Context: an optimization exercise on an open-source flow, tuned for small area and a short achievable clock period. The choices shown serve that exercise and are no tape-out recipe.
Function was not checked in any run shown here: the RTL went through the layout flow alone.
Power is estimated from default activity; no workload was simulated.

### flow/config.mk
export PLATFORM = sky130hd
export DESIGN_NAME = retire_trace_buffer
export DESIGN_NICKNAME = retire_trace_buffer
export VERILOG_FILES = /design/flow/design.v
export SDC_FILE = /design/flow/constraint.sdc
export NUM_CORES = 4
export LEC_CHECK = 0
export CAP_MARGIN = 20
export CORE_MARGIN = 2
export CORE_UTILIZATION = 40
export SLEW_MARGIN = 20
### flow/constraint.sdc
create_clock -name core_clock -period 5.5 [get_ports {clk}]
set_input_delay 1.1000 -clock core_clock [delete_from_list [all_inputs] [get_ports {clk}]]
set_output_delay 1.1000 -clock core_clock [all_outputs]
set_load 0.01 [all_outputs]
### flow/run.sh
#!/bin/bash
# synth_recipe.tcl (not shown) runs the flow's synth.tcl, then flattens the netlist and writes it again
# the make line also repeats each setting of config.mk as NAME=value (left out here)
make -C /OpenROAD-flow-scripts/flow DESIGN_CONFIG=/design/flow/config.mk WORK_HOME=/design/flow/orfs CLKGATE_MAP_FILE= SYNTH_SCRIPT=/design/flow/synth_recipe.tcl finish
### flow/design.v
module retire_trace_buffer #(
    parameter int DEPTH = 16
) (
    input  logic                   clk,
    input  logic                   reset,
    input  logic                   trace_en,
    input  logic [31:0]            pc,
    input  logic [31:0]            inst,
    input  logic                   rf_we,
    input  logic [4:0]             rf_waddr,
    input  logic [31:0]            rf_wdata,
    output logic                   overflow,
    output logic [15:0]            drop_count,
    input  logic                   clr_ovf,
    output logic [$clog2(DEPTH):0] level,
    output logic [31:0]            out_data,
    output logic                   out_valid,
    input  logic                   out_ready
);
    localparam int IDX_W = $clog2(DEPTH);
    localparam int LVL_W = IDX_W + 1;
    logic        armed_q;
    logic [31:0] pc_q;
    logic [31:0] inst_q;
    logic        wv_q;
    logic [4:0]  waddr_q;
    logic [31:0] wdata_q;
    logic [IDX_W-1:0] wr_q, rd_q;
    logic [LVL_W-1:0] level_q;
    logic [1:0]       wc_q;
    logic             valid_q;
    logic [31:0]      out_q;
    logic             overflow_q;
    logic [15:0]      drop_count_q;
    logic [31:0] pc_mem    [DEPTH];
    logic [31:0] inst_mem  [DEPTH];
    logic [4:0]  waddr_mem [DEPTH];
    logic [31:0] wdata_mem [DEPTH];
    logic        retire_s, wr_hit_s;
    logic [4:0]  ent_waddr_s;
    logic [31:0] ent_wdata_s;
    logic        full_s, one_s, accept_s, last_s, pop_s;
    logic        push_req_s, push_s, drop_s, wr_free_s;
    logic [LVL_W-1:0] level_d;
    logic        valid_d;
    logic [IDX_W-1:0] rd1_s;
    logic [31:0] next_pc_s, next_word_s, out_d;
    logic [4:0]  head_waddr_s;
    always_comb begin
        retire_s    = armed_q && (pc != pc_q);
        wr_hit_s    = rf_we && (rf_waddr != 5'd0);
        ent_waddr_s = wr_hit_s ? rf_waddr : (wv_q ? waddr_q : 5'd0);
        ent_wdata_s = wr_hit_s ? rf_wdata : (wv_q ? wdata_q : 32'd0);
        full_s     = level_q[IDX_W];
        one_s      = (level_q == LVL_W'(1));
        accept_s   = valid_q && out_ready;
        last_s     = (wc_q == 2'd3);
        pop_s      = accept_s && last_s;
        push_req_s = retire_s && trace_en;
        push_s     = push_req_s && (!full_s || pop_s);
        drop_s     = push_req_s && full_s && !pop_s;
        wr_free_s  = !full_s || pop_s;
        level_d = level_q;
        if (push_s && !pop_s)      level_d = level_q + LVL_W'(1);
        else if (pop_s && !push_s) level_d = level_q - LVL_W'(1);
        valid_d = push_s || (valid_q && !(pop_s && one_s));
        rd1_s        = rd_q + IDX_W'(1);
        next_pc_s    = pc_mem[rd1_s];
        head_waddr_s = waddr_mem[rd_q];
        case (wc_q)
            2'd0:    next_word_s = inst_mem[rd_q];
            2'd1:    next_word_s = {(head_waddr_s != 5'd0), 26'd0, head_waddr_s};
            default: next_word_s = wdata_mem[rd_q];
        endcase
        if (push_s && (!valid_q || (pop_s && one_s)))
            out_d = pc_q;                  
        else if (pop_s && !one_s)
            out_d = next_pc_s;             
        else if (accept_s && !last_s)
            out_d = next_word_s;           
        else if (valid_q && !accept_s)
            out_d = out_q;
        else
            out_d = 32'd0;
    end
    always_ff @(posedge clk or negedge reset) begin
        if (!reset) begin
            armed_q      <= 1'b0;
            wv_q         <= 1'b0;
            wr_q         <= '0;
            rd_q         <= '0;
            level_q      <= '0;
            wc_q         <= 2'd0;
            valid_q      <= 1'b0;
            out_q        <= 32'd0;
            overflow_q   <= 1'b0;
            drop_count_q <= 16'd0;
        end else begin
            armed_q <= 1'b1;
            wv_q    <= !retire_s && (wv_q || wr_hit_s);
            if (push_s) wr_q <= wr_q + IDX_W'(1);
            if (pop_s)  rd_q <= rd1_s;
            level_q <= level_d;
            if (pop_s)         wc_q <= 2'd0;
            else if (accept_s) wc_q <= wc_q + 2'd1;
            valid_q <= valid_d;
            out_q   <= out_d;
            if (clr_ovf) begin
                overflow_q   <= 1'b0;
                drop_count_q <= 16'd0;
            end else if (drop_s) begin
                overflow_q   <= 1'b1;
                if (drop_count_q != 16'hFFFF) drop_count_q <= drop_count_q + 16'd1;
            end
        end
    end
    always_ff @(posedge clk) begin
        pc_q <= pc;
        if (!armed_q || retire_s) inst_q <= inst;
        if (wr_hit_s) begin
            waddr_q <= rf_waddr;
            wdata_q <= rf_wdata;
        end
    end
    always_ff @(posedge clk) begin
        if (wr_free_s) begin
            pc_mem[wr_q]    <= pc_q;
            inst_mem[wr_q]  <= inst_q;
            waddr_mem[wr_q] <= ent_waddr_s;
            wdata_mem[wr_q] <= ent_wdata_s;
        end
    end
    assign out_valid  = valid_q;
    assign out_data   = out_q;
    assign overflow   = overflow_q;
    assign drop_count = drop_count_q;
    assign level      = level_q;
endmodule
==> impl_metrics.tcl, run 1 <==
set metrics [dict create \
    netlist_top_cells_count "edfxtp_1, mux4_2, nand2_1" \
    cts_sinks 1784 \
    synth.area.mux_share_pct 16.5 \
    rr_startpoint "pc_q[7]" \
    peakVddDrop_uv 433 \
    boundaryPins 162 \
    synth_area_leaders "edfxtp_1, mux4_2, dfrtp_1" \
    syn_inst 3045 \
    hold_viol 0 \
    grt_pass1_wl_mm 239 \
    crit_chain "clkdlybuf4s50_1 -> xnor2_1 -> nand4_1 -> nor4_2 -> buf_4 -> a2111o_1 -> inv_1 -> ha_1 -> or4_1 -> a21oi_1 -> xor2_1" \
    synth.most_common_cell "edfxtp_1" \
    grt_overflow 0 \
    worstSetupStartpoint "pc[2]" \
    grt_pass1_vias 32600 \
    drive_gt1_share_pct 24.5 \
    fp.dieH_um 417 \
    fillers 13900 \
    hold_buffers 0 \
    drt-pass1-iter-count 5 \
    nNetsFinal 3439 \
    yosysWarnings 1 \
    routed_wirelength_mm 167 \
    startpoint_type "input pin" \
    area_growth_pct 15.7 \
    finalSetupViolCount 0 \
    synth_top_area_share_pct 74.2 \
    drtIter0Drc 2969 \
    async_reset_ff_share_pct 3.76 \
    hold_path_class "input pin to asynchronous set/reset pin" \
    synth_enable_flop_cells 1685 \
    core_area_um2 169000 \
    place_area_um2 73100 \
    wl_per_cell_um 29.3 \
    synth_top_family_by_area "multiplexers" \
    antenna_found_initial 4 \
    io_buffers 161 \
    grt_max_degree 90 \
    tritoncts "built" \
    initial_core_util_pct 40.3 \
    pwr-share-comb_pct 29.7 \
    post_cts_buffers 0 \
    clock.fmax_mhz 268 \
    total_power_mw 42.7 \
    ctsResizeCount 0 \
    worst_setup_path_end_kind "register" \
    ctsHtreeMaxLevel 4 \
    ys_seq_area_share_pct 77.6 \
    cap_violations 0 \
    die_area_um2 174000 \
    synth-simple-area-share_pct 2.45 \
    ys_ff_latch 1784 \
    synthesis.area_um2 68200 \
    ys_types 53 \
    synthFlopType "edfxtp_1" \
    synthXorXnorAreaFrac_pct 0.692 \
    dieWidth_um 417 \
    grt_setup_unrepaired "no" \
    p_sw_mw 13.3 \
    multi_input_area_um2 14700 \
    clkPwrFrac_pct 27.9 \
    synth_top_cell_by_area "edfxtp_1" \
    fin_skew_ns 0.0302 \
    cts_root_buf "clkbuf_16" \
    maxSlewHeadroom_pct 35.3 \
    seqPwrFrac_pct 42.4 \
    synth_compound_area_share_pct 1.25 \
    synthAdderAreaFrac_pct 0.239 \
    period_share_pct 67.8 \
    cts_buffers 178 \
    drv_slew 0 \
    critPathMaxFanout 6 \
    path_class "input pin to register" \
    grt.total_usage_pct 19.3 \
    crit_path_top_delay_cell "clkdlybuf4s50_1" \
    min_period_ns 3.73 \
    antenna_left 0 \
    clk_pin_slew_ns 0.06 \
    max_stage_delay_ns 0.60 \
    fin_area_um2 78800 \
    dp_hpwl_mm 89.3 \
    cts_buffer_depth 3 \
    place.gp.congestion 0.763 \
    status "complete, no violations" \
    detail_route.vias_per_cell 5.59 \
    cp.arrival_ns 4.48 \
    required_ns 6.25 \
    power_density_nw_per_um2 542 \
    switching_share_pct 31.2 \
    seqCellArea_um2 52900 \
    tightest_slew_ns 0.971 \
    rows 151 \
    syn_nets 3165 \
    vias 31800 \
    clk_latency_ns 0.83 \
    synth_area_per_cell_um2 22.4 \
    remaining_drc_errors 0 \
    internal-power_mw 29.4 \
    p_leak_nw 25.0 \
]
critical path, delay by kind of cell:
kind,cells,cell delay (ns)
XOR/XNOR,2,0.64
AO/OA/AOI/OAI,2,0.45
AND/OR/NAND/NOR,3,1.01
adder cells (fa/ha/maj),1,0.28
buffers and inverters,3,0.98
logic make-up (layout without fill, tap and decap cells):
kind of cell / after synthesis / count (layout)
muxes: 542 / 542
and+or+nand+nor: 369 / 369
adders and majority gates: 13 / 13
other: 1 / 4
DFF: 1784 / 1784
xor gates and xnor gates: 53 / 53
AOI/OAI and AO/OA: 114 / 114
buffers and inverters: 169 / 595
worst paths after layout:
path	end	slack (ns)	depth (start not counted)
min reg2reg	overflow_q	0.52	2
min in group core_clock	overflow_q	0.52	2
max reg2reg	level_q[3]	1.81	10
max in group asynchronous	out_q[11]	4.10	2
max	level_q[3]	1.77	11
min	rd_q[3]	0.29	1
flip-flops by register name, indices dropped and copies added, names as in the netlist:
name	flops
armed_q	1
drop_count_q	16
inst_mem	512
inst_q	32
level_q	5
out_q	32
overflow_q	1
pc_mem	512
pc_q	32
rd_q	4
valid_q	1
waddr_mem	80
waddr_q	5
wc_q	2
wdata_mem	512
wdata_q	32
wr_q	4
wv_q	1
cell type report:
| type | count | share of cell area, % |
|---|---|---|
| Timing Repair Buffer | 247 | 3.38 |
| Clock buffer | 231 | 6.08 |
| Multi-Input combinational cell | 1092 | 18.6 |
| Tap cell | 2218 | 3.52 |
| Antenna cell | 3 | 0.00952 |
| Inverter | 16 | 0.0825 |
| Clock inverter | 101 | 1.21 |
| Sequential cell | 1784 | 67.1 |
power groups by stage:
stage	registers [mW]	clock network [mW]	logic (mW)
5_1_grt	18.3	12.7	13.4
4_1_cts	18.1	12.2	12.9
2_1_floorplan	18.1	0	8.33
3_5_place_dp	18.4	0	12.9
6_report	18.1	11.9	12.7
3_3_place_gp	18.3	0	12.9
layout by cell type (no fill, tap or decap), types with 25 or more instances in the layout:
cell type / instances
mux4_2: 461
buf_12: 33
nand2_1: 185
buf_4: 54
dfrtp_1: 63
clkbuf_1: 40
nor2_1: 25
mux2i_1: 73
dfxtp_1: 32
a22oi_1: 37
clkdlybuf4s50_1: 160
clkbuf_16: 179
edfxtp_1: 1685
a32oi_1: 26
clkinv_1: 35
clkinv_2: 30
xnor2_1: 45
nand3_1: 77
metrics by stage:
step / TNS [ns] / hold WS (ns) / setup WS [ns] / cells / utilization, %
final: 0 / 0.288 / 1.77 / 5692 / 46.6
after global routing: 0 / 0.289 / 1.59 / 5689 / 46.6
after CTS: 0 / 0.255 / 1.75 / 5689 / 46.6
after detailed placement: 0 / 0.508 / 0.876 / 5357 / 43.2
after global placement: 0 / 0.502 / 0.873 / 5357 / 43.2
after floorplan: -1354.45 / 0.488 / -0.943 / 3045 / -
layer usage:
metal	track usage [%]	vias to the layer above	routed length, µm
met5	0	-	35
met4	4.99	6	3600
met3	3.22	224	9210
met2	32.2	981	83900
met1	26.3	17300	69900
li1	-	13300	-
==> run 2, diff against run 1 <==
--- a/flow/config.mk
+++ b/flow/config.mk
@@ -10,2 +10,3 @@
 export CORE_UTILIZATION = 40
+export SETUP_SLACK_MARGIN = 3.0
 export SLEW_MARGIN = 20
==> impl_metrics.tcl, run 2 <==
set metrics [dict create \
    internal-power_mw 31.5 \
    rr_startpoint "rd_q[0]" \
    core_area_um2 169000 \
    peakVddDrop_uv 428 \
    min_period_ns 2.96 \
    power_density_nw_per_um2 554 \
    ys_types 53 \
    synthFlopType "edfxtp_1" \
    seqPwrFrac_pct 38.8 \
    drv_slew 0 \
    layout_common_cells "edfxtp_1, mux4_2, clkbuf_16" \
    dp_hpwl_mm 86.3 \
    seqCellArea_um2 53100 \
    required_ns 6.19 \
    path_class "register to register" \
    grt_setup_unrepaired "yes" \
    place_area_um2 73100 \
    synthesis.area_um2 68200 \
    crit_chain "buf_12 -> buf_6 -> buf_12 -> ha_4 -> buf_6 -> buf_6 -> buf_12 -> buf_16 -> buf_4 -> mux4_2 -> mux2i_1 -> nand2_1 -> a32oi_2 -> nand3_1" \
    cts_buffers 176 \
    ys_seq_area_share_pct 77.6 \
    wl_per_cell_um 31.3 \
    tightest_slew_ns 1.06 \
    worstSetupStartpoint "rd_q[0]" \
    place_inst 5344 \
    p_leak_nw 27.2 \
    worst-path-buf-inv 8 \
    syn_nets 3165 \
    clock.fmax_mhz 338 \
    fin_area_um2 83300 \
    fin_skew_ns 0.0227 \
    cts_sinks 1784 \
    cts_buffer_depth 3 \
    hold_viol 0 \
    critical_path.top_delay_family "buffers and inverters" \
    synth_top_cell_by_area "edfxtp_1" \
    io_buffers 161 \
    hold_path_class "input pin to asynchronous set/reset pin" \
    synth_top_area_share_pct 74.2 \
    dieWidth_um 417 \
    yosysWarnings 1 \
    stdcell_count 5920 \
    detail_route.vias_per_cell 5.74 \
    finalCoreUtilization_pct 49.2 \
    synth_area_leaders "edfxtp_1, mux4_2, dfrtp_1" \
    worst_setup_path_end_kind "register" \
    fp.dieH_um 417 \
    period_share_pct 53.8 \
    vias 34000 \
    grt_overflow 0 \
    clk_pin_slew_ns 0.06 \
    initial_core_util_pct 40.3 \
    grt_pass1_wl_mm 257 \
    grt.total_usage_pct 20.9 \
    multi_input_area_um2 15700 \
    clkPwrFrac_pct 25.5 \
    p_sw_mw 14.6 \
    netlist_top_cells_count "edfxtp_1, mux4_2, nand2_1" \
    clk_latency_ns 0.82 \
    syn_inst 3045 \
    hold_buffers 0 \
    cp.arrival_ns 3.65 \
    grt_pass1_vias 34000 \
    drt-pass1-iter-count 5 \
    routed_wirelength_mm 185 \
    antenna_left 0 \
    async_reset_ff_share_pct 3.76 \
    final_common_cell "edfxtp_1" \
    ctsHtreeMaxLevel 4 \
    critPathMaxFanout 8 \
    synth_area_per_cell_um2 22.4 \
    grt_max_degree 102 \
    boundaryPins 162 \
    switching_share_pct 31.7 \
    status "complete, no violations" \
    rows 151 \
    total_power_mw 46.1 \
    nNetsFinal 3672 \
    maxSlewHeadroom_pct 28.9 \
    cts_root_buf "clkbuf_16" \
    fillers 13500 \
    cap_violations 0 \
    place.gp.congestion 0.749 \
    fin_setup_tns_ns 0 \
    remaining_drc_errors 0 \
    startpoint_type "register" \
    max_stage_delay_ns 0.50 \
    tritoncts "built" \
    die_area_um2 174000 \
    ys_ff_latch 1784 \
    finalSetupViolCount 0 \
    synth.most_common_cell "edfxtp_1" \
    pwr-share-comb_pct 35.7 \
    area_growth_pct 22.2 \
    antenna_found_initial 6 \
    drtIter0Drc 4108 \
    reg_top3 "inst_mem (512), pc_mem (512), wdata_mem (512)" \
    synth_enable_flop_cells 1685 \
    crit_path_top_delay_cell "dfrtp_4" \
    drive_gt1_share_pct 36.3 \
]
-- run 2: cells by family after synthesis --
| kind of cell | Yosys count | synth area share (%) |
|---|---|---|
| xor gates and xnor gates | 53 | 0.692 |
| other | 1 | 0.00550 |
| adders and majority gates | 13 | 0.239 |
| muxes | 542 | 16.5 |
| AOI/OAI and AO/OA | 114 | 1.25 |
| DFF | 1784 | 77.6 |
| buffers and inverters | 169 | 1.22 |
| and+or+nand+nor | 369 | 2.45 |
-- run 2: what timing repair did --
item	4_1_cts	5_1_grt
pin swaps	75	83
cloned	36	24
setup buffers	157	31
endpoints found under the setup margin	2276	1092
resized for setup	634	131
-- run 2: worst paths after layout --
| path | to | slack [ns] | cells past startpoint |
|---|---|---|---|
| max in group asynchronous | rd_q[1] | 4.07 | 2 |
| min in group core_clock | pc_q[11] | 0.39 | 1 |
| hold reg to reg | wc_q[1] | 0.54 | 1 |
| setup reg to reg | out_q[23] | 2.54 | 14 |
| hold / removal | drop_count_q[13] | 0.14 | 1 |
| setup / recovery | out_q[23] | 2.54 | 14 |
-- run 2: layout make-up --
cell class	instances	area share [%]
diodes	2	0.00601
multi-input cells	1106	18.9
flip-flops and latches	1784	63.8
clock buffers	237	5.77
inverters	16	0.0962
repair buffers	467	7.21
repair inverters	1	0.00751
well taps	2218	3.33
clock inverters	89	0.947
-- run 2: power by group through the flow --
| stage | sequential, mW | clock (mW) | combinational, mW |
|---|---|---|---|
| floorplan | 17.9 | 0 | 8.45 |
| global placement | 18.4 | 0 | 12.8 |
| detailed placement | 18.5 | 0 | 12.8 |
| CTS | 17.9 | 11.9 | 15.9 |
| global route | 18.0 | 12.4 | 17.2 |
| finish | 17.9 | 11.8 | 16.5 |
-- run 2: worst register-to-register path: stages, from the launching register on --
cell and delay (ns):
dfrtp_4 0.50, buf_12 0.15, buf_6 0.11, buf_12 0.14, ha_4 0.28, buf_6 0.13
buf_6 0.11, buf_12 0.14, buf_16 0.14, buf_4 0.13, mux4_2 0.30, mux2i_1 0.20
nand2_1 0.12, a32oi_2 0.29, nand3_1 0.09
-- run 2: routing by layer --
layer | vias to the layer above | wire length, µm | track usage [%] | share of wire [%]
li1 | 13900 | - | - | -
met3 | 253 | 13200 | 3.56 | 7.1
met4 | 0 | 5190 | 5.61 | 2.8
met2 | 1390 | 92000 | 34.7 | 50
met5 | - | 0 | 0 | 0
met1 | 18500 | 75000 | 28.6 | 40
-- run 2: through the flow --
stage	hold slack (ns)	setup WS, ns
after CTS	0.0900	2.58
after floorplan	0.506	1.17
after global routing	0.112	2.50
after global placement	0.517	0.908
after detailed placement	0.519	0.872
final	0.142	2.54
==> run 3, diff against run 2 <==
--- a/flow/config.mk
+++ b/flow/config.mk
@@ -7,2 +7,3 @@
 export LEC_CHECK = 0
+export ABC_AREA = 1
 export CAP_MARGIN = 20
==> impl_metrics.tcl, run 3 <==
set metrics [dict create \
    holdWs_ns 0.345 \
    synthesis.area_um2 71000 \
    internal-power_mw 30.1 \
    synth_area_per_cell_um2 12.4 \
    required_ns 4.40 \
    drtIter0Drc 6901 \
    hold_buffers 0 \
    vias 48800 \
    period_share_pct 46.5 \
    place_area_um2 75300 \
    wl_per_cell_um 27.2 \
    p_leak_nw 29.9 \
    r2r_setup_slack_ns 2.99 \
    critical_path.top_delay_family "flip-flops" \
    fillers 15100 \
    die_area_um2 181000 \
    routed_wirelength_mm 231 \
    tightest_slew_ns 1.08 \
    synth.most_common_cell "edfxtp_1" \
    fin_area_um2 85500 \
    synth_area_leaders "edfxtp_1, nand2_1, nand3_1" \
    cts_root_buf "clkbuf_16" \
    hold_path_class "input pin to asynchronous set/reset pin" \
    total_power_mw 49.4 \
    peakVddDrop_uv 427 \
    grt.total_usage_pct 23.5 \
    detail_route.vias_per_cell 5.73 \
    grt_max_degree 101 \
    final_common_cell "edfxtp_1" \
    fp.dieH_um 425 \
    cts_sinks 1784 \
    grt_pass1_vias 45000 \
    drt-pass1-iter-count 7 \
    worst-r2r-cell-count 12 \
    switching_share_pct 39.1 \
    reg2reg_to "out_q[14]" \
    worst_setup_path_end_kind "primary output" \
    drv_slew 0 \
    antenna_found_initial 11 \
    clk_latency_ns 0.83 \
    io_buffers 161 \
    clock.fmax_mhz 391 \
    ctsHtreeMaxLevel 4 \
    remaining_drc_errors 0 \
    dieWidth_um 425 \
    grt_setup_unrepaired "yes" \
    startpoint_type "register" \
    hold_viol 0 \
    finalSetupViolCount 0 \
    syn_inst 5746 \
    power_density_nw_per_um2 578 \
    maxSlewHeadroom_pct 28.1 \
    rows 154 \
    drive_gt1_share_pct 14.1 \
    synth_top_area_share_pct 71.2 \
    critPathMaxFanout 2 \
    cts_buffers 180 \
    synthFlopType "edfxtp_1" \
    min_period_ns 2.56 \
    seqPwrFrac_pct 35.5 \
    pwr-share-comb_pct 40.5 \
    dp_hpwl_mm 99.0 \
    grt_pass1_wl_mm 312 \
    ys_types 33 \
    path_class "register to primary output" \
    syn_nets 5866 \
    reg_top3 "inst_mem (512), pc_mem (512), wdata_mem (512)" \
    p_sw_mw 19.3 \
    antenna_left 0 \
    synth_top_cell_by_area "edfxtp_1" \
    ys_ff_latch 1784 \
    clk_pin_slew_ns 0.07 \
    initial_core_util_pct 40.3 \
    ys_seq_area_share_pct 74.5 \
    cts_buffer_depth 3 \
    crit_chain "buf_6" \
    core_area_um2 176000 \
    nNetsFinal 6143 \
    fin_skew_ns 0.0325 \
    boundaryPins 162 \
    async_reset_ff_share_pct 3.76 \
    rr_startpoint "rd_q[1]" \
    max_stage_delay_ns 0.47 \
    yosysWarnings 1 \
    area_growth_pct 20.3 \
    tritoncts "built" \
    worst-path-buf-inv 1 \
    netlist_top_cells_count "edfxtp_1, nand2_1, nand3_1" \
    place.gp.congestion 0.789 \
    grt_overflow 0 \
    fin_setup_tns_ns 0 \
    layout_common_cells "edfxtp_1, nand2_1, nand3_1" \
    clkPwrFrac_pct 24.1 \
    cp.arrival_ns 1.46 \
    status "complete, no violations" \
    cap_violations 0 \
    crit_path_top_delay_cell "dfrtp_2" \
    synth_enable_flop_cells 1685 \
]
==> run 3: cell types whose count changed after synthesis, sizes merged, moves of 26 or more <==
cell	previous run	this run
a32oi	26	0
buf	71	210
mux4	464	0
o211ai	0	127
nor2	39	691
nand3	78	747
inv	16	58
nand2	185	1185
mux2i	73	0
a21oi	12	89
o22ai	2	79
clkbuf	82	161
a22oi	37	0
o21ai	15	490
==> run 3: timing repair <==
item,4_1_cts,5_1_grt
endpoints found under the setup margin,1837,1215
pin swaps,22,91
setup buffers,82,55
cloned,36,45
gates resized for setup,463,277
==> run 3: final cells by class <==
class | instances | area, µm² | share of cell area, %
flip-flops and latches | 1784 | 53000 | 62.0
repair buffers | 457 | 6390 | 7.47
well taps | 2340 | 2930 | 3.43
multi-input cells | 3532 | 17100 | 20.0
diodes | 6 | 15.0 | 0.0176
clock buffers | 223 | 4720 | 5.52
inverters | 60 | 337 | 0.394
repair inverters | 8 | 85.1 | 0.0996
clock inverters | 100 | 846 | 0.990
==> run 3: power groups by stage <==
stage / logic, mW / registers [mW] / clock network, mW
after floorplan: 9.29 / 17.6 / 0
after global placement: 14.5 / 17.9 / 0
after detailed placement: 14.6 / 17.9 / 0
after CTS: 17.3 / 17.5 / 12.0
after global routing: 21.0 / 17.6 / 12.5
final: 20.0 / 17.5 / 11.9
==> run 3: how the worst max path moves through the flow <==
stage	start	endpoint	slack [ns]	cells past startpoint
2_1_floorplan	out_ready	inst_mem[11][0]	1.95	7
3_3_place_gp	pc[16]	level_q[4]	1.43	14
3_5_place_dp	pc[16]	level_q[4]	1.39	14
4_1_cts	out_q[10]	out_data[10]	2.91	1
5_1_grt	rd_q[0]	out_q[4]	2.91	15
6_report	out_q[14]	out_data[14]	2.94	1
==> run 3: per-stage QoR <==
| step | worst slack, ns | util, % | std cells |
|---|---|---|---|
| 6_report | 2.94 | 48.5 | 8510 |
| 5_1_grt | 2.91 | 48.5 | 8504 |
| 4_1_cts | 2.91 | 47.2 | 8404 |
| 3_5_place_dp | 1.39 | 42.7 | 7963 |
| 3_3_place_gp | 1.43 | 42.7 | 7963 |
| 2_1_floorplan | 1.95 | - | 5746 |
==> run 3: routing by layer <==
layer | share of wire [%] | vias to the layer above | track usage, %
met1 | 40 | 24400 | 32.2
li1 | - | 21200 | -
met4 | 3.9 | 6 | 8.43
met5 | 0.013 | - | 0
met2 | 46 | 2665 | 37.8
met3 | 10 | 471 | 4.07
==> run 3: cell families after synthesis <==
family                   count (synthesis)  share of synthesized area [%]
XOR/XNOR                                47                          0.580
adder cells (fa/ha/maj)                 13                          0.229
other                                    1                        0.00528
AO/OA/AOI/OAI                          832                           6.62
AND/OR/NAND/NOR                       2638                           15.3
flip-flops                            1784                           74.5
buffers and inverters                  431                           2.76
==> run 4, diff against run 3 <==
--- a/flow/design.v
+++ b/flow/design.v
@@ -27,3 +27,4 @@
     logic [31:0] wdata_q;
-    logic [IDX_W-1:0] wr_q, rd_q;
+    logic [IDX_W-1:0] wr_q;
+    logic [DEPTH-1:0] rd_oh_q;     
     logic [LVL_W-1:0] level_q;
@@ -45,5 +46,7 @@
     logic        valid_d;
-    logic [IDX_W-1:0] rd1_s;
     logic [31:0] next_pc_s, next_word_s, out_d;
     logic [4:0]  head_waddr_s;
+    logic [31:0] head_inst_s, head_wdata_s;
+    logic [DEPTH-1:0] rd_sel_s;
+    assign rd_sel_s = rd_oh_q;
     always_comb begin
@@ -66,9 +69,16 @@
         valid_d = push_s || (valid_q && !(pop_s && one_s));
-        rd1_s        = rd_q + IDX_W'(1);
-        next_pc_s    = pc_mem[rd1_s];
-        head_waddr_s = waddr_mem[rd_q];
+        next_pc_s    = 32'd0;
+        head_inst_s  = 32'd0;
+        head_waddr_s = 5'd0;
+        head_wdata_s = 32'd0;
+        for (int i = 0; i < DEPTH; i++) begin
+            next_pc_s    = next_pc_s    | (pc_mem[i]    & {32{rd_sel_s[(i+DEPTH-1)%DEPTH]}});
+            head_inst_s  = head_inst_s  | (inst_mem[i]  & {32{rd_sel_s[i]}});
+            head_waddr_s = head_waddr_s | (waddr_mem[i] & {5{rd_sel_s[i]}});
+            head_wdata_s = head_wdata_s | (wdata_mem[i] & {32{rd_sel_s[i]}});
+        end
         case (wc_q)
-            2'd0:    next_word_s = inst_mem[rd_q];
+            2'd0:    next_word_s = head_inst_s;
             2'd1:    next_word_s = {(head_waddr_s != 5'd0), 26'd0, head_waddr_s};
-            default: next_word_s = wdata_mem[rd_q];
+            default: next_word_s = head_wdata_s;
         endcase
@@ -90,3 +100,3 @@
             wr_q         <= '0;
-            rd_q         <= '0;
+            rd_oh_q      <= DEPTH'(1);
             level_q      <= '0;
@@ -101,3 +111,3 @@
             if (push_s) wr_q <= wr_q + IDX_W'(1);
-            if (pop_s)  rd_q <= rd1_s;
+            if (pop_s)  rd_oh_q <= {rd_oh_q[DEPTH-2:0], rd_oh_q[DEPTH-1]};
             level_q <= level_d;
--- a/flow/config.mk
+++ b/flow/config.mk
@@ -7,3 +7,2 @@
 export LEC_CHECK = 0
-export ABC_AREA = 1
 export CAP_MARGIN = 20
==> impl_metrics.tcl, run 4 <==
set metrics [dict create \
    grt_overflow 0 \
    dp_hpwl_mm 108 \
    synth_top_cell_by_area "edfxtp_1" \
    worst_setup_path_end_kind "register" \
    cts_sinks 1796 \
    synth_area_leaders "edfxtp_1, a22oi_1, dfrtp_1" \
    synth.most_common_cell "edfxtp_1" \
    place.gp.congestion 0.798 \
    fin_skew_ns 0.0477 \
    ys_seq_area_share_pct 82.0 \
    cap_violations 0 \
    synth_top_area_share_pct 78.0 \
    io_buffers 161 \
    tightest_slew_ns 0.861 \
    async_reset_ff_share_pct 4.40 \
    fin_setup_tns_ns 0 \
    grt_pass1_wl_mm 306 \
    detail_route.vias_per_cell 6.29 \
    drv_slew 0 \
    reg_top3 "inst_mem (512), pc_mem (512), wdata_mem (512)" \
    maxSlewHeadroom_pct 42.6 \
    setup_slack_ns 2.74 \
    nNetsFinal 4148 \
    area_growth_pct 24.8 \
    dieWidth_um 407 \
    period_share_pct 50.1 \
    worst-r2r-cell-count 7 \
    clock.fmax_mhz 363 \
    peakVddDrop_uv 377 \
    required_ns 6.26 \
    tritoncts "built" \
    place_area_um2 70600 \
    grt.total_usage_pct 26.7 \
    yosysWarnings 1 \
    syn_inst 3533 \
    synthesis.area_um2 64900 \
    cts_root_buf "clkbuf_16" \
    antenna_left 0 \
    core_area_um2 161000 \
    final_common_cell "edfxtp_1" \
    ys_ff_latch 1796 \
    layout_common_cells "edfxtp_1, a22oi_1, buf_4" \
    ys_types 56 \
    vias 39900 \
    min_period_ns 2.76 \
    max_stage_delay_ns 0.44 \
    clk_latency_ns 0.85 \
    rows 147 \
    drt-pass1-iter-count 8 \
    die_area_um2 165000 \
    grt_pass1_vias 37700 \
    antenna_found_initial 8 \
    grt_max_degree 66 \
    path_class "input pin to register" \
    grt_setup_unrepaired "yes" \
    fp.dieH_um 407 \
    clk_pin_slew_ns 0.06 \
    syn_nets 3652 \
    synth_enable_flop_cells 1685 \
    netlist_top_cells_count "edfxtp_1, a22oi_1, a221oi_1" \
    critPathMaxFanout 3 \
    ctsHtreeMaxLevel 4 \
    finalSetupViolCount 0 \
    wl_per_cell_um 35.4 \
    boundaryPins 162 \
    finalCoreUtilization_pct 50.4 \
    cts_buffers 183 \
    remaining_drc_errors 0 \
    crit_chain "clkdlybuf4s15_2 -> xor2_2 -> nor4_4 -> nand4_1 -> o211ai_4 -> buf_12 -> nor2_4 -> ha_4 -> or4_4 -> a21oi_2 -> xor2_1" \
    drive_gt1_share_pct 24.4 \
    pre_cts_ws_ns 1.01 \
    power_density_nw_per_um2 433 \
    initial_core_util_pct 40.4 \
    total_power_mw 35.0 \
    hold_path_class "input pin to asynchronous set/reset pin" \
    fin_area_um2 81000 \
    status "complete, no violations" \
    cp.arrival_ns 3.51 \
    crit_path_top_delay_cell "nor4_4" \
    synth_area_per_cell_um2 18.4 \
    synthFlopType "edfxtp_1" \
    cts_buffer_depth 3 \
    p_leak_nw 26.6 \
    startpoint_type "input pin" \
    hold_viol 0 \
    routed_wirelength_mm 225 \
    drtIter0Drc 6513 \
]
run 4: cell count changes in the layout (fill, tap and decap cells not counted), moves of 85 or more:
cell	previous run	this run
a22oi_1	0	338
nor2_1	659	40
o21ai_0	419	60
nand4_1	8	93
nand3_1	723	117
a221oi_1	7	169
nand2_1	1118	81
a22o_1	0	183
buf_4	115	202
o211ai_1	127	0
run 4: path summary, 6_finish.rpt:
kind / startpoint / to / slack [ns]
min: reset / drop_count_q[3] / 0.23
max: pc[10] / level_q[3] / 2.74
min reg2reg: pc_q[21] / pc_mem[1][21] / 0.48
min in group core_clock: pc[12] / pc_q[12] / 0.39
max reg2reg: rd_oh_q[2] / out_q[4] / 2.80
max in group asynchronous: reset / out_q[11] / 3.91
run 4: metrics by stage:
| stage | instances | hold slack (ns) |
|---|---|---|
| CTS | 6305 | 0.199 |
| floorplan | 3533 | 0.506 |
| global placement | 5756 | 0.485 |
| global route | 6346 | 0.240 |
| finish | 6347 | 0.231 |
| detailed placement | 5758 | 0.498 |
run 4: metal layers:
layer	share of wire, %	global-route usage, %
met1	39	37.7
met2	46	41.1
met3	12	5.81
met4	3.8	9.15
met5	0.032	0
run 4: layout make-up:
cell class              count  area, µm²
multi-input cells        1522      12600
well taps                2160       2700
inverters                  13       76.3
clock inverters            88        931
repair buffers            511       6130
diodes                      1       2.50
flip-flops and latches   1796      53400
repair inverters            2       22.5
fillers                 12900      79800
clock buffers             254       5060
run 4: repair_timing:
item,CTS,global route
setup endpoints to repair,2392,822
hold buffers,0,0
buffers inserted,171,32
cloned,34,8
resized for setup,645,112
pin swaps,61,59
run 4: report_power, final:
part	total (mW)	switching, mW	internal, mW
sequential	17.7	0.649	17.0
combinational	4.97	3.51	1.46
clock	12.4	5.24	7.14
total	35.0	9.40	25.6
run 4: cells by family (layout without fill, tap and decap cells):
kind of cell	Yosys count	after routing	share of synthesized area [%]
xor+xnor	42	42	0.567
simple gates	488	502	3.78
compound gates	946	946	11.5
other cells	1	2	0.00578
fa+ha+maj	12	12	0.231
buf+inv	229	868	1.53
flops	1796	1796	82.0
mux	19	19	0.326
run 4: critical path: cells and delay by family:
kind                     cells  cell delay [ns]
buffers and inverters        2             0.38
XOR/XNOR                     2             0.33
AND/OR/NAND/NOR              4             1.15
AO/OA/AOI/OAI                2             0.39
adder cells (fa/ha/maj)      1             0.16
==> run 5, diff against run 4 <==
--- a/flow/config.mk
+++ b/flow/config.mk
@@ -7,5 +7,6 @@
 export LEC_CHECK = 0
+export ABC_AREA = 1
 export CAP_MARGIN = 20
 export CORE_MARGIN = 2
-export CORE_UTILIZATION = 40
+export CORE_UTILIZATION = 60
 export SETUP_SLACK_MARGIN = 3.0
==> impl_metrics.tcl, run 5 <==
set metrics [dict create \
    vias 44200 \
    synth_top_area_share_pct 74.7 \
    fillers 7420 \
    yosysWarnings 1 \
    place_area_um2 71800 \
    grt_overflow 0 \
    synth_enable_flop_cells 1685 \
    core_area_um2 112000 \
    tightest_slew_ns 0.779 \
    drive_gt1_share_pct 14.6 \
    netlist_top_cells_count "nand2_1, edfxtp_1, nor2_1" \
    drt-pass1-iter-count 8 \
    fin_area_um2 80300 \
    worst-r2r-cell-count 7 \
    ys_ff_latch 1796 \
    boundaryPins 162 \
    final_common_cell "nand2_1" \
    place_inst 6512 \
    fin_setup_tns_ns 0 \
    required_ns 6.23 \
    setup_slack_ns 2.91 \
    drv_slew 0 \
    ys_seq_area_share_pct 78.5 \
    drtIter0Drc 6406 \
    clk_latency_ns 0.80 \
    peakVddDrop_uv 389 \
    hold_path_class "input pin to asynchronous set/reset pin" \
    pwr-share-comb_pct 28.4 \
    max_stage_delay_ns 0.55 \
    detail_route.vias_per_cell 6.30 \
    critical_path.top_delay_family "buffers and inverters" \
    period_share_pct 47.1 \
    holdWs_ns 0.379 \
    maxSlewHeadroom_pct 47.9 \
    die_area_um2 116000 \
    min_period_ns 2.59 \
    cts_buffer_depth 3 \
    layout_common_cells "nand2_1, edfxtp_1, nor2_1" \
    synth.most_common_cell "nand2_1" \
    io_buffers 161 \
    multi_input_area_um2 13800 \
    internal-power_mw 27.0 \
    p_sw_mw 14.2 \
    synthesis.area_um2 67800 \
    crit_end "out_q[28]" \
    rr_startpoint "wc_q[1]" \
    antenna_found_initial 4 \
    crit_path_top_delay_cell "a21oi_1" \
    worst_setup_path_end_kind "register" \
    hold_buffers 0 \
    ctsHtreeMaxLevel 4 \
    area_growth_pct 18.5 \
    async_reset_ff_share_pct 4.40 \
    syn_nets 5089 \
    diodes 0 \
    seqPwrFrac_pct 43.5 \
    tritoncts "built" \
    path_class "register to register" \
    grt_pass1_wl_mm 310 \
    synth_top_cell_by_area "edfxtp_1" \
    r2r_setup_slack_ns 2.91 \
    routed_wirelength_mm 223 \
    fin_skew_ns 0.0262 \
    synthFlopType "edfxtp_1" \
    hold_viol 0 \
    pre_cts_ws_ns 1.34 \
    critPathMaxFanout 21 \
    finalSetupViolCount 0 \
    cts_sinks 1796 \
    dieWidth_um 340 \
    seqCellArea_um2 53400 \
    status "complete, no violations" \
    crit_cells 7 \
    reg_top3 "inst_mem (512), pc_mem (512), wdata_mem (512)" \
    fp.dieH_um 340 \
    cts_root_buf "clkbuf_16" \
    grt_pass1_vias 41300 \
    cts_buffers 178 \
    synth_area_per_cell_um2 13.6 \
    syn_inst 4970 \
    clkPwrFrac_pct 28.1 \
    rows 123 \
    cap_violations 0 \
    reg2reg_to "out_q[28]" \
    finalCoreUtilization_pct 71.5 \
    nNetsFinal 5497 \
    worstSetupStartpoint "wc_q[1]" \
    antenna_left 0 \
    crit_chain "inv_1 -> ha_4 -> buf_4 -> nand2_1 -> a21oi_1 -> nor2_1 -> nand3_1" \
    total_power_mw 41.2 \
    ys_types 41 \
    wl_per_cell_um 31.7 \
    worst-path-buf-inv 2 \
    stdcell_count 7021 \
    initial_core_util_pct 60.3 \
    p_leak_nw 28.8 \
    power_density_nw_per_um2 513 \
    grt_max_degree 56 \
    place.gp.congestion 0.839 \
    cp.arrival_ns 3.32 \
    switching_share_pct 34.4 \
    synth_area_leaders "edfxtp_1, nand2_1, dfrtp_1" \
    clk_pin_slew_ns 0.07 \
    remaining_drc_errors 0 \
    grt_setup_unrepaired "yes" \
    dp_hpwl_mm 107 \
    startpoint_type "register" \
    clock.fmax_mhz 386 \
    grt.total_usage_pct 38.5 \
]
run 5: worst register-to-register path: stages (launching register included):
cell	delay, ns
dfrtp_1	0.41
inv_1	0.19
ha_4	0.42
buf_4	0.45
nand2_1	0.33
a21oi_1	0.55
nor2_1	0.08
nand3_1	0.10
run 5: worst min path at each step:
stage,startpoint,end,cells past startpoint
after floorplan,armed_q,wv_q,1
after global placement,out_q[10],out_q[10],2
after detailed placement,wr_q[2],wr_q[2],1
after CTS,reset,out_q[18],1
after global routing,reset,drop_count_q[7],1
final,reset,drop_count_q[15],1
run 5: final cells by class:
class,count,share of cell area [%]
well taps,1500,2.34
multi-input cells,2874,17.2
inverters,83,0.416
flip-flops and latches,1796,66.5
clock buffers,238,5.96
repair buffers,445,6.76
clock inverters,85,0.829
run 5: power groups by stage:
stage / Sequential [mW] / Combinational [mW] / Clock (mW)
floorplan: 17.9 / 5.07 / 0
global placement: 18.5 / 9.29 / 0
detailed placement: 18.6 / 9.33 / 0
CTS: 17.9 / 11.0 / 11.6
global route: 18.0 / 12.1 / 12.1
finish: 17.9 / 11.7 / 11.6
run 5: metal layers:
metal  share of wire, %  global-route usage (%)
met5              0.010                       0
met4                4.8                    17.0
met3                 12                    7.75
met2                 45                    58.6
met1                 37                    54.7
run 5: what timing repair did:
action,in CTS,in global routing
gates resized for setup,389,106
cloned,22,3
setup endpoints to repair,2285,526
buffers inserted,138,22
hold endpoints to repair,0,0
pin swaps,33,25
run 5: logic make-up after synthesis:
kind of cell | count (synthesis) | share of synthesized area, %
AND/OR/NAND/NOR | 2513 | 15.3
adder cells (fa/ha/maj) | 12 | 0.222
other | 1 | 0.00553
buffers and inverters | 302 | 2.02
flip-flops | 1796 | 78.5
XOR/XNOR | 45 | 0.581
AO/OA/AOI/OAI | 301 | 3.34
==> run 6, diff against run 5 <==
--- a/flow/design.v
+++ b/flow/design.v
@@ -30,3 +30,3 @@
     logic [LVL_W-1:0] level_q;
-    logic [1:0]       wc_q;
+    logic [3:0]       wc_q;         
     logic             valid_q;
@@ -44,3 +44,3 @@
     logic        push_req_s, push_s, drop_s, wr_free_s;
-    logic [LVL_W-1:0] level_d;
+    logic [LVL_W-1:0] level_d, level_inc_s, level_dec_s;
     logic        valid_d;
@@ -59,3 +59,3 @@
         accept_s   = valid_q && out_ready;
-        last_s     = (wc_q == 2'd3);
+        last_s     = wc_q[3];
         pop_s      = accept_s && last_s;
@@ -64,6 +64,8 @@
         drop_s     = push_req_s && full_s && !pop_s;
-        wr_free_s  = !full_s || pop_s;
+        wr_free_s  = !full_s || last_s;
+        level_inc_s = level_q + LVL_W'(1);
+        level_dec_s = level_q - LVL_W'(1);
         level_d = level_q;
-        if (push_s && !pop_s)      level_d = level_q + LVL_W'(1);
-        else if (pop_s && !push_s) level_d = level_q - LVL_W'(1);
+        if (push_s && !pop_s)      level_d = level_inc_s;
+        else if (pop_s && !push_s) level_d = level_dec_s;
         valid_d = push_s || (valid_q && !(pop_s && one_s));
@@ -79,7 +81,5 @@
         end
-        case (wc_q)
-            2'd0:    next_word_s = head_inst_s;
-            2'd1:    next_word_s = {(head_waddr_s != 5'd0), 26'd0, head_waddr_s};
-            default: next_word_s = head_wdata_s;
-        endcase
+        if (wc_q[0])      next_word_s = head_inst_s;
+        else if (wc_q[1]) next_word_s = {(head_waddr_s != 5'd0), 26'd0, head_waddr_s};
+        else              next_word_s = head_wdata_s;
         if (push_s && (!valid_q || (pop_s && one_s)))
@@ -102,3 +102,3 @@
             level_q      <= '0;
-            wc_q         <= 2'd0;
+            wc_q         <= 4'b0001;
             valid_q      <= 1'b0;
@@ -113,4 +113,3 @@
             level_q <= level_d;
-            if (pop_s)         wc_q <= 2'd0;
-            else if (accept_s) wc_q <= wc_q + 2'd1;
+            if (accept_s) wc_q <= {wc_q[2:0], wc_q[3]};
             valid_q <= valid_d;
--- a/flow/config.mk
+++ b/flow/config.mk
@@ -7,3 +7,2 @@
 export LEC_CHECK = 0
-export ABC_AREA = 1
 export CAP_MARGIN = 20
==> impl_metrics.tcl, run 6 <==
set metrics [dict create \
    wl_per_cell_um 38.9 \
    ys_types 54 \
    critPathMaxFanout 2 \
    syn_nets 3599 \
    p_leak_nw 25.3 \
    ys_ff_latch 1798 \
    die_area_um2 111000 \
    hold_path_class "input pin to register" \
    cts_root_buf "clkbuf_16" \
    cts_buffer_depth 3 \
    tightest_slew_ns 1.12 \
    grt_overflow 0 \
    initial_core_util_pct 60.5 \
    async_reset_ff_share_pct 4.51 \
    worst-path-buf-inv 3 \
    synth.most_common_cell "edfxtp_1" \
    max_stage_delay_ns 0.41 \
    synth_area_leaders "edfxtp_1, a221oi_1, a22o_1" \
    hold-path-cell-count 1 \
    synth_top_cell_by_area "edfxtp_1" \
    worst_hold_path.endpoint "pc_q[1]" \
    ctsHtreeMaxLevel 4 \
    boundaryPins 162 \
    pre_cts_ws_ns 0.541 \
    grt_pass1_wl_mm 287 \
    synth_top_area_share_pct 78.1 \
    worst_setup_path_end_kind "register" \
    nNetsFinal 3963 \
    reg2reg_to "level_q[3]" \
    hold_viol 0 \
    routed_wirelength_mm 210 \
    fp.dieH_um 333 \
    rows 120 \
    required_ns 6.20 \
    drt-pass1-iter-count 7 \
    setup_slack_ns 2.68 \
    r2r_setup_slack_ns 2.72 \
    grt_max_degree 102 \
    synth.area.mux_share_pct 0.398 \
    stdcell_count 5397 \
    period_share_pct 51.3 \
    fin_skew_ns 0.0282 \
    rr_startpoint "pc_q[0]" \
    antenna_found_initial 3 \
    cts_sinks 1798 \
    min_period_ns 2.82 \
    synthesis.area_um2 64800 \
    dp_hpwl_mm 89.1 \
    synth_top_family_by_area "compound AO/OA/AOI/OAI gates" \
    path_class "input pin to register" \
    diodes 0 \
    dieWidth_um 333 \
    clk_pin_slew_ns 0.06 \
    place_inst 4904 \
    drive_gt1_share_pct 20.4 \
    cts_buffers 173 \
    remaining_drc_errors 0 \
    critical_path.top_delay_family "simple AND/OR/NAND/NOR gates" \
    place.gp.congestion 0.797 \
    synth_area_per_cell_um2 18.6 \
    yosysWarnings 1 \
    final_common_cell "edfxtp_1" \
    grt.total_usage_pct 37.4 \
    tritoncts "built" \
    peakVddDrop_uv 603 \
    fin_setup_tns_ns 0 \
    drv_slew 0 \
    clk_latency_ns 0.79 \
    startpoint_type "input pin" \
    detail_route.vias_per_cell 7.29 \
    synth_compound_area_share_pct 11.6 \
    antenna_left 0 \
    area_growth_pct 18.9 \
    status "complete, no violations" \
    layout_common_cells "edfxtp_1, a221oi_1, a22o_1" \
    holdWs_ns 0.435 \
    crit_chain "buf_8 -> xnor2_4 -> nand4_1 -> nor4_2 -> buf_4 -> a21o_4 -> a21oi_4 -> ha_4 -> buf_6 -> or4_4 -> a21oi_2 -> xor2_1" \
    total_power_mw 31.8 \
    drtIter0Drc 6141 \
    grt_pass1_vias 37700 \
    crit_path_top_delay_cell "or4_4" \
    cp.arrival_ns 3.52 \
    worst-r2r-cell-count 11 \
    clock.fmax_mhz 354 \
    netlist_top_cells_count "edfxtp_1, a221oi_1, a22o_1" \
    power_density_nw_per_um2 412 \
    cap_violations 0 \
    syn_inst 3483 \
    reg_top3 "inst_mem (512), pc_mem (512), wdata_mem (512)" \
    ys_seq_area_share_pct 82.2 \
    synthFlopType "edfxtp_1" \
    core_area_um2 107000 \
    maxSlewHeadroom_pct 25.5 \
    vias 39300 \
    io_buffers 161 \
    synth-simple-area-share_pct 3.64 \
    synthAdderAreaFrac_pct 0.174 \
    hold_start "pc[1]" \
    synth_enable_flop_cells 1685 \
    synthXorXnorAreaFrac_pct 0.581 \
    finalSetupViolCount 0 \
    grt_setup_unrepaired "yes" \
]
==> run 6: cell families after synthesis <==
kind of cell / after synthesis
XOR/XNOR: 43
flip-flops: 1798
other: 1
adder cells (fa/ha/maj): 9
multiplexers: 23
buffers and inverters: 229
AND/OR/NAND/NOR: 477
AO/OA/AOI/OAI: 903
==> run 6: per-stage QoR <==
step	area [µm²]	util (%)
after floorplan	65000	-
after global placement	68600	64.1
after detailed placement	68600	64.1
after CTS	76300	71.3
after global routing	77100	72.0
final	77100	72.0
==> run 6: worst max path at each step <==
stage	slack (ns)	cells past startpoint	startpoint	end
after floorplan	1.85	4	wr_q[0]	inst_mem[0][0]
after global placement	0.53	12	pc[1]	level_q[4]
after detailed placement	0.54	11	pc[0]	level_q[4]
after CTS	2.75	13	pc[1]	level_q[3]
after global routing	2.66	12	pc[0]	level_q[3]
final	2.68	12	pc[0]	level_q[3]
==> run 6: what timing repair did <==
item / 4_1_cts / 5_1_grt
resized for setup: 570 / 82
cloned: 22 / 18
hold buffers: 0 / 0
pin swaps: 66 / 42
endpoints found under the setup margin: 1023 / 1058
endpoints found under the hold margin: 0 / 0
setup buffers: 113 / 18
==> run 6: power breakdown <==
group | total [mW] | leakage (nW) | switching, mW | internal, mW
registers | 17.5 | 16.7 | 0.566 | 16.9
clock network | 11.7 | 2.73 | 4.99 | 6.68
logic | 2.62 | 5.81 | 2.12 | 0.502
==> run 6: final cells by class <==
| cell class | instances | area [µm²] |
|---|---|---|
| clock inverter | 78 | 649 |
| fill | 6504 | 30000 |
| timing repair buffer | 390 | 4410 |
| multi-input combinational | 1474 | 11900 |
| tap | 1403 | 1760 |
| inverter | 9 | 50.0 |
| timing repair inverter | 1 | 5.00 |
| sequential | 1798 | 53400 |
| clock buffer | 244 | 4910 |
==> run 6: layer usage <==
| layer | global-route usage (%) | part of all wire, % | up-vias | routed length, µm |
|---|---|---|---|---|
| li1 | - | - | 15500 | - |
| met1 | 53.0 | 37 | 20500 | 78400 |
| met2 | 60.2 | 47 | 2951 | 99500 |
| met3 | 6.48 | 12 | 406 | 25100 |
| met4 | 11.5 | 3.2 | 2 | 6770 |
| met5 | 0 | 0.0062 | - | 13 |
==> run 7, diff against run 6 <==
--- a/flow/config.mk
+++ b/flow/config.mk
@@ -10,2 +10,4 @@
 export CORE_UTILIZATION = 60
+export CTS_BUF_LIST = sky130_fd_sc_hd__clkbuf_8
+export CTS_CLUSTER_SIZE = 30
 export SETUP_SLACK_MARGIN = 3.0
==> impl_metrics.tcl, run 7 <==
set metrics [dict create \
    status "complete, no violations" \
    synth_top_area_share_pct 78.1 \
    synth-simple-area-share_pct 3.64 \
    grt_pass1_vias 38700 \
    final_common_cell "edfxtp_1" \
    ys_ff_latch 1798 \
    clk_latency_ns 0.96 \
    grt.total_usage_pct 37.6 \
    detail_route.vias_per_cell 7.13 \
    clock.fmax_mhz 365 \
    ctsHtreeMaxLevel 5 \
    fin_setup_tns_ns 0 \
    synth.area.mux_share_pct 0.398 \
    synth_area_per_cell_um2 18.6 \
    remaining_drc_errors 0 \
    synth_top_family_by_area "compound AO/OA/AOI/OAI gates" \
    finalCoreUtilization_pct 72.0 \
    rows 120 \
    die_area_um2 111000 \
    cts_buffers 299 \
    io_buffers 161 \
    synth_compound_area_share_pct 11.6 \
    grt_overflow 0 \
    hold_viol 0 \
    place.gp.congestion 0.797 \
    clk_pin_slew_ns 0.07 \
    drv_slew 0 \
    period_share_pct 49.9 \
    cts_root_buf "clkbuf_8" \
    area_growth_pct 19.0 \
    synth_area_leaders "edfxtp_1, a221oi_1, a22o_1" \
    async_reset_ff_share_pct 4.51 \
    drt-pass1-iter-count 6 \
    synth.most_common_cell "edfxtp_1" \
    place_area_um2 68600 \
    peakVddDrop_uv 621 \
    grt_pass1_wl_mm 290 \
    place_inst 4904 \
    cp.arrival_ns 3.58 \
    initial_core_util_pct 60.5 \
    yosysWarnings 1 \
    drtIter0Drc 6055 \
    fin_skew_ns 0.0611 \
    hold_buffers 0 \
    fp.dieH_um 333 \
    synthesis.area_um2 64800 \
    syn_inst 3483 \
    startpoint_type "input pin" \
    nNetsFinal 4112 \
    wl_per_cell_um 37.9 \
    p_leak_nw 25.8 \
    grt_max_degree 102 \
    reg_top3 "inst_mem (512), pc_mem (512), wdata_mem (512)" \
    syn_nets 3599 \
    stdcell_count 5602 \
    ys_seq_area_share_pct 82.2 \
    power_density_nw_per_um2 393 \
    vias 39900 \
    cap_violations 0 \
    core_area_um2 107000 \
    min_period_ns 2.74 \
    cts_sinks 1798 \
    antenna_found_initial 3 \
    ys_types 54 \
    tightest_slew_ns 1.18 \
    synthAdderAreaFrac_pct 0.174 \
    worst_setup_path_end_kind "register" \
    required_ns 6.34 \
    finalSetupViolCount 0 \
    cts_buffer_depth 4 \
    synthXorXnorAreaFrac_pct 0.581 \
    dp_hpwl_mm 89.1 \
    routed_wirelength_mm 212 \
    boundaryPins 162 \
    fillers 6567 \
    grt_setup_unrepaired "yes" \
    maxSlewHeadroom_pct 21.7 \
    drive_gt1_share_pct 21.9 \
    path_class "input pin to register" \
    synth_enable_flop_cells 1685 \
    hold_path_class "input pin to asynchronous set/reset pin" \
    netlist_top_cells_count "edfxtp_1, a221oi_1, a22o_1" \
    synth_top_cell_by_area "edfxtp_1" \
    layout_common_cells "edfxtp_1, clkbuf_8, a22o_1" \
    critPathMaxFanout 2 \
    dieWidth_um 333 \
    fin_area_um2 77100 \
    synthFlopType "edfxtp_1" \
    antenna_left 0 \
    tritoncts "built" \
]
[run 7: changes by cell type in the layout (fill, tap and decap cells not counted), moves of 18 or more]
cell,change
clkinv_1,+20
clkbuf_8,+293
nand2_2,-22
buf_2,-20
clkbuf_1,-49
clkinv_2,-19
inv_1,+125
clkbuf_16,-180
buf_4,+34
nand2_1,+18
[run 7: critical path, stage by stage]
cell and delay (ns):
clkdlybuf4s15_1 0.23, xnor2_2 0.20, nand4_1 0.30, nor4_2 0.34, buf_4 0.17, a21o_4 0.17, a21oi_4 0.05, ha_4 0.17
or4b_4 0.53, a21oi_4 0.18, xor2_1 0.15
[run 7: what timing repair did]
| item | 4_1_cts | 5_1_grt |
|---|---|---|
| pin swaps | 54 | 54 |
| endpoints found under the setup margin | 977 | 841 |
| gates resized for setup | 485 | 161 |
| gates cloned | 12 | 12 |
| buffers inserted | 123 | 47 |
[run 7: metrics by stage]
stage | hold slack, ns | setup WS, ns | power (mW)
CTS | 0.259 | 2.75 | 30.2
floorplan | 0.439 | 1.85 | 18.6
detailed placement | 0.500 | 0.541 | 20.1
global placement | 0.495 | 0.534 | 20.0
finish | 0.266 | 2.76 | 30.3
global route | 0.284 | 2.68 | 31.1
[run 7: kinds of logic after synthesis]
kind of cell	Yosys count
AOI/OAI and AO/OA	903
xor gates and xnor gates	43
adders and majority gates	9
buffers and inverters	229
DFF	1798
muxes	23
other	1
and+or+nand+nor	477
[run 7: report_power, final]
part / internal, mW / total [mW] / switching [mW] / leakage, nW
Clock: 5.18 / 10.2 / 5.03 / 3.03
Sequential: 16.9 / 17.5 / 0.558 / 16.7
Combinational: 0.474 / 2.58 / 2.11 / 6.04
[run 7: cell type report]
class | instances | area [µm²] | area share (%)
Clock inverter | 194 | 803 | 1.04
Clock buffer | 307 | 4230 | 5.48
Antenna cell | 3 | 7.51 | 0.00974
Tap cell | 1403 | 1760 | 2.28
Multi-Input combinational cell | 1458 | 11900 | 15.4
Timing Repair inverter | 1 | 5.00 | 0.00649
Sequential cell | 1798 | 53500 | 69.3
Timing Repair Buffer | 429 | 4920 | 6.38
Inverter | 9 | 45.0 | 0.0584
[run 7: final timing paths]
kind,from,to,slack (ns),cells after the start
min reg2reg,pc_q[26],pc_mem[6][26],0.50,0
min in group core_clock,pc[13],pc_q[13],0.33,1
max,pc[21],level_q[4],2.76,11
max reg2reg,pc_q[0],level_q[4],2.77,10
max in group asynchronous,reset,rd_oh_q[10],4.07,2
min,reset,wc_q[1],0.27,1
[run 7: metal layers]
metal / global-route usage (%) / vias to the layer above / routed length [µm]
li1: - / 15800 / -
met1: 52.9 / 20600 / 77600
met2: 60.0 / 3025 / 99900
met3: 6.96 / 503 / 26500
met4: 12.7 / 2 / 8410
met5: 0 / - / 12
==> run 8, diff against run 7 <==
--- a/flow/config.mk
+++ b/flow/config.mk
@@ -10,3 +10,3 @@
 export CORE_UTILIZATION = 60
-export CTS_BUF_LIST = sky130_fd_sc_hd__clkbuf_8
+export CTS_CLUSTER_DIAMETER = 100
 export CTS_CLUSTER_SIZE = 30
==> impl_metrics.tcl, run 8 <==
set metrics [dict create \
    antenna_found_initial 10 \
    max_stage_delay_ns 0.53 \
    place_area_um2 68600 \
    ys_ff_latch 1798 \
    worst_setup_path_end_kind "register" \
    seqPwrFrac_pct 65.6 \
    clk_latency_ns 0.71 \
    finalSetupViolCount 0 \
    drive_gt1_share_pct 17.6 \
    place.gp.congestion 0.797 \
    synth_top_cell_by_area "edfxtp_1" \
    pre_cts_ws_ns 0.541 \
    rows 120 \
    crit_path_frequent_cell "a21oi_4" \
    pwr-share-comb_pct 9.8 \
    drt-pass1-iter-count 8 \
    p_leak_nw 23.6 \
    core_area_um2 107000 \
    wl_per_cell_um 39.6 \
    min_period_ns 2.94 \
    initial_core_util_pct 60.5 \
    grt_pass1_vias 36800 \
    cts_buffer_depth 3 \
    synthFlopType "edfxtp_1" \
    period_share_pct 53.4 \
    routed_wirelength_mm 206 \
    synth_top_area_share_pct 78.1 \
    required_ns 6.11 \
    critPathMaxFanout 2 \
    fp.dieH_um 333 \
    critical_path.top_delay_family "simple AND/OR/NAND/NOR gates" \
    dp_hpwl_mm 89.1 \
    vias 38200 \
    r2r_setup_slack_ns 2.67 \
    place_inst 4904 \
    yosysWarnings 1 \
    switching_share_pct 25.1 \
    crit_chain "buf_8 -> xnor2_4 -> nand4_1 -> nor4_2 -> buf_4 -> a21o_4 -> a21oi_4 -> ha_4 -> or4b_4 -> a21oi_4 -> xor2_1" \
    area_growth_pct 14.2 \
    syn_nets 3599 \
    detail_route.vias_per_cell 7.33 \
    netlist_top_cells_count "edfxtp_1, a221oi_1, a22o_1" \
    fin_area_um2 74000 \
    clock.fmax_mhz 340 \
    syn_inst 3483 \
    crit_cells 11 \
    setup_slack_ns 2.56 \
    fin_setup_tns_ns 0 \
    synth_area_leaders "edfxtp_1, a221oi_1, a22o_1" \
    reg_top3 "inst_mem (512), pc_mem (512), wdata_mem (512)" \
    worst-path-buf-inv 2 \
    cp.arrival_ns 3.55 \
    peakVddDrop_uv 598 \
    ys_seq_area_share_pct 82.2 \
    cts_root_buf "clkbuf_16" \
    tightest_slew_ns 1.23 \
    hold_buffers 0 \
    grt_max_degree 102 \
    synth.most_common_cell "edfxtp_1" \
    grt.total_usage_pct 36.8 \
    hold_path_class "input pin to asynchronous set/reset pin" \
    holdWs_ns 0.502 \
    worst-r2r-cell-count 10 \
    finalCoreUtilization_pct 69.1 \
    synth_area_per_cell_um2 18.6 \
    boundaryPins 162 \
    power_density_nw_per_um2 359 \
    grt_pass1_wl_mm 282 \
    clk_pin_slew_ns 0.13 \
    rr_startpoint "pc_q[21]" \
    hold_viol 0 \
    remaining_drc_errors 0 \
    cts_sinks 1798 \
    total_power_mw 26.6 \
    p_sw_mw 6.67 \
    internal-power_mw 19.9 \
    ys_types 54 \
    layout_common_cells "edfxtp_1, a221oi_1, a22o_1" \
    drv_slew 0 \
    io_buffers 161 \
    grt_setup_unrepaired "yes" \
    grt_overflow 0 \
    ctsHtreeMaxLevel 3 \
    drtIter0Drc 5842 \
    cts_buffers 70 \
    synth_enable_flop_cells 1685 \
    reg2reg_to "drop_count_q[15]" \
    dieWidth_um 333 \
    crit_path_top_delay_cell "or4b_4" \
    status "complete, no violations" \
    stdcell_count 5204 \
    maxSlewHeadroom_pct 18.0 \
    clkPwrFrac_pct 24.6 \
    die_area_um2 111000 \
    path_class "input pin to register" \
    startpoint_type "input pin" \
    tritoncts "built" \
    synthesis.area_um2 64800 \
    antenna_left 0 \
    fin_skew_ns 0.0265 \
    final_common_cell "edfxtp_1" \
    nNetsFinal 3878 \
    cap_violations 0 \
    async_reset_ff_share_pct 4.51 \
]
run 8: timing repair:
item | 4_1_cts | 5_1_grt
cloned | 30 | 5
gates resized for setup | 552 | 72
pin swaps | 89 | 25
setup endpoints to repair | 1024 | 633
setup buffers | 140 | 13
run 8: final cells by class:
| cell class | count | area, µm² |
|---|---|---|
| flip-flops and latches | 1798 | 53400 |
| fillers | 6799 | 33100 |
| multi-input cells | 1474 | 12200 |
| repair buffers | 408 | 4570 |
| clock buffers | 103 | 1960 |
| well taps | 1403 | 1760 |
| clock inverters | 6 | 71.3 |
| inverters | 9 | 50.0 |
| repair inverters | 1 | 5.00 |
| diodes | 2 | 5.00 |
run 8: power by group through the flow:
stage	Combinational [mW]	Sequential (mW)	Clock, mW
after global routing	2.65	17.6	6.99
after global placement	2.29	17.7	0
after CTS	2.52	17.4	6.55
final	2.60	17.4	6.54
after floorplan	0.995	17.6	0
after detailed placement	2.31	17.8	0
run 8: cells by family after synthesis:
logic type,Yosys count,synth area share (%)
flops,1798,82.2
compound gates,903,11.6
simple gates,477,3.64
buf+inv,229,1.36
xor+xnor,43,0.581
mux,23,0.398
fa+ha+maj,9,0.174
other cells,1,0.00579
run 8: how the worst max path moves through the flow:
stage / start / end / slack (ns)
floorplan: wr_q[0] / inst_mem[0][0] / 1.85
global route: pc[0] / level_q[3] / 2.56
global placement: pc[1] / level_q[4] / 0.53
finish: pc[0] / level_q[4] / 2.56
CTS: pc[1] / level_q[3] / 2.66
detailed placement: pc[0] / level_q[4] / 0.54
run 8: routing by layer:
| metal | routed length, µm | global-route usage [%] | up-vias |
|---|---|---|---|
| met2 | 97300 | 58.9 | 2736 |
| met1 | 75600 | 50.7 | 19900 |
| met3 | 25700 | 9.17 | 371 |
| li1 | - | - | 15200 |
| met5 | 80 | 0 | - |
| met4 | 7110 | 11.1 | 12 |

## static timing again, ports no longer ideal
The results above use ideal ports. As a check the final layouts listed here were re-extracted and re-timed, cells and wires unchanged. Step 1: set_driving_cell puts a clkbuf_16 on clk and a buf_2 on each other input, an assumption about the parent block. Step 2 moves the port delays by t, midway between the first and last clock arrival at a register: inputs arrive t later, outputs are due t later. That takes back most of the time a late clock gives input paths. a / b / c = ideal / step 1 / step 2; a / b = the first two.
run | shift t [ns] | setup WS [ns] | slew at the worst register clock pin (ns) | worst data-port slew with drivers (ns)
run 1 | 0.901 | 1.770 / 1.813 / 0.928 | 0.07 / 0.07 | 0.11
run 2 | 0.884 | 2.539 / 2.539 / 1.886 | 0.07 / 0.07 | 0.14
run 3 | 0.901 | 2.943 / 2.855 / 2.121 | 0.07 / 0.07 | 0.13
run 4 | 0.905 | 2.743 / 2.795 / 1.896 | 0.07 / 0.07 | 0.09
run 5 | 0.861 | 2.910 / 2.891 / 2.188 | 0.07 / 0.07 | 0.07
run 6 | 0.853 | 2.679 / 2.714 / 1.861 | 0.07 / 0.07 | 0.15
run 7 | 1.002 | 2.757 / 2.737 / 1.767 | 0.07 / 0.07 | 0.13
run 8 | 0.765 | 2.561 / 2.582 / 1.817 | 0.13 / 0.13 | 0.15
After both steps setup and hold are still met in every run listed. The setup slack of run 7, which loses most, moves by -0.020 ns with the drivers and by -0.990 ns with both steps.
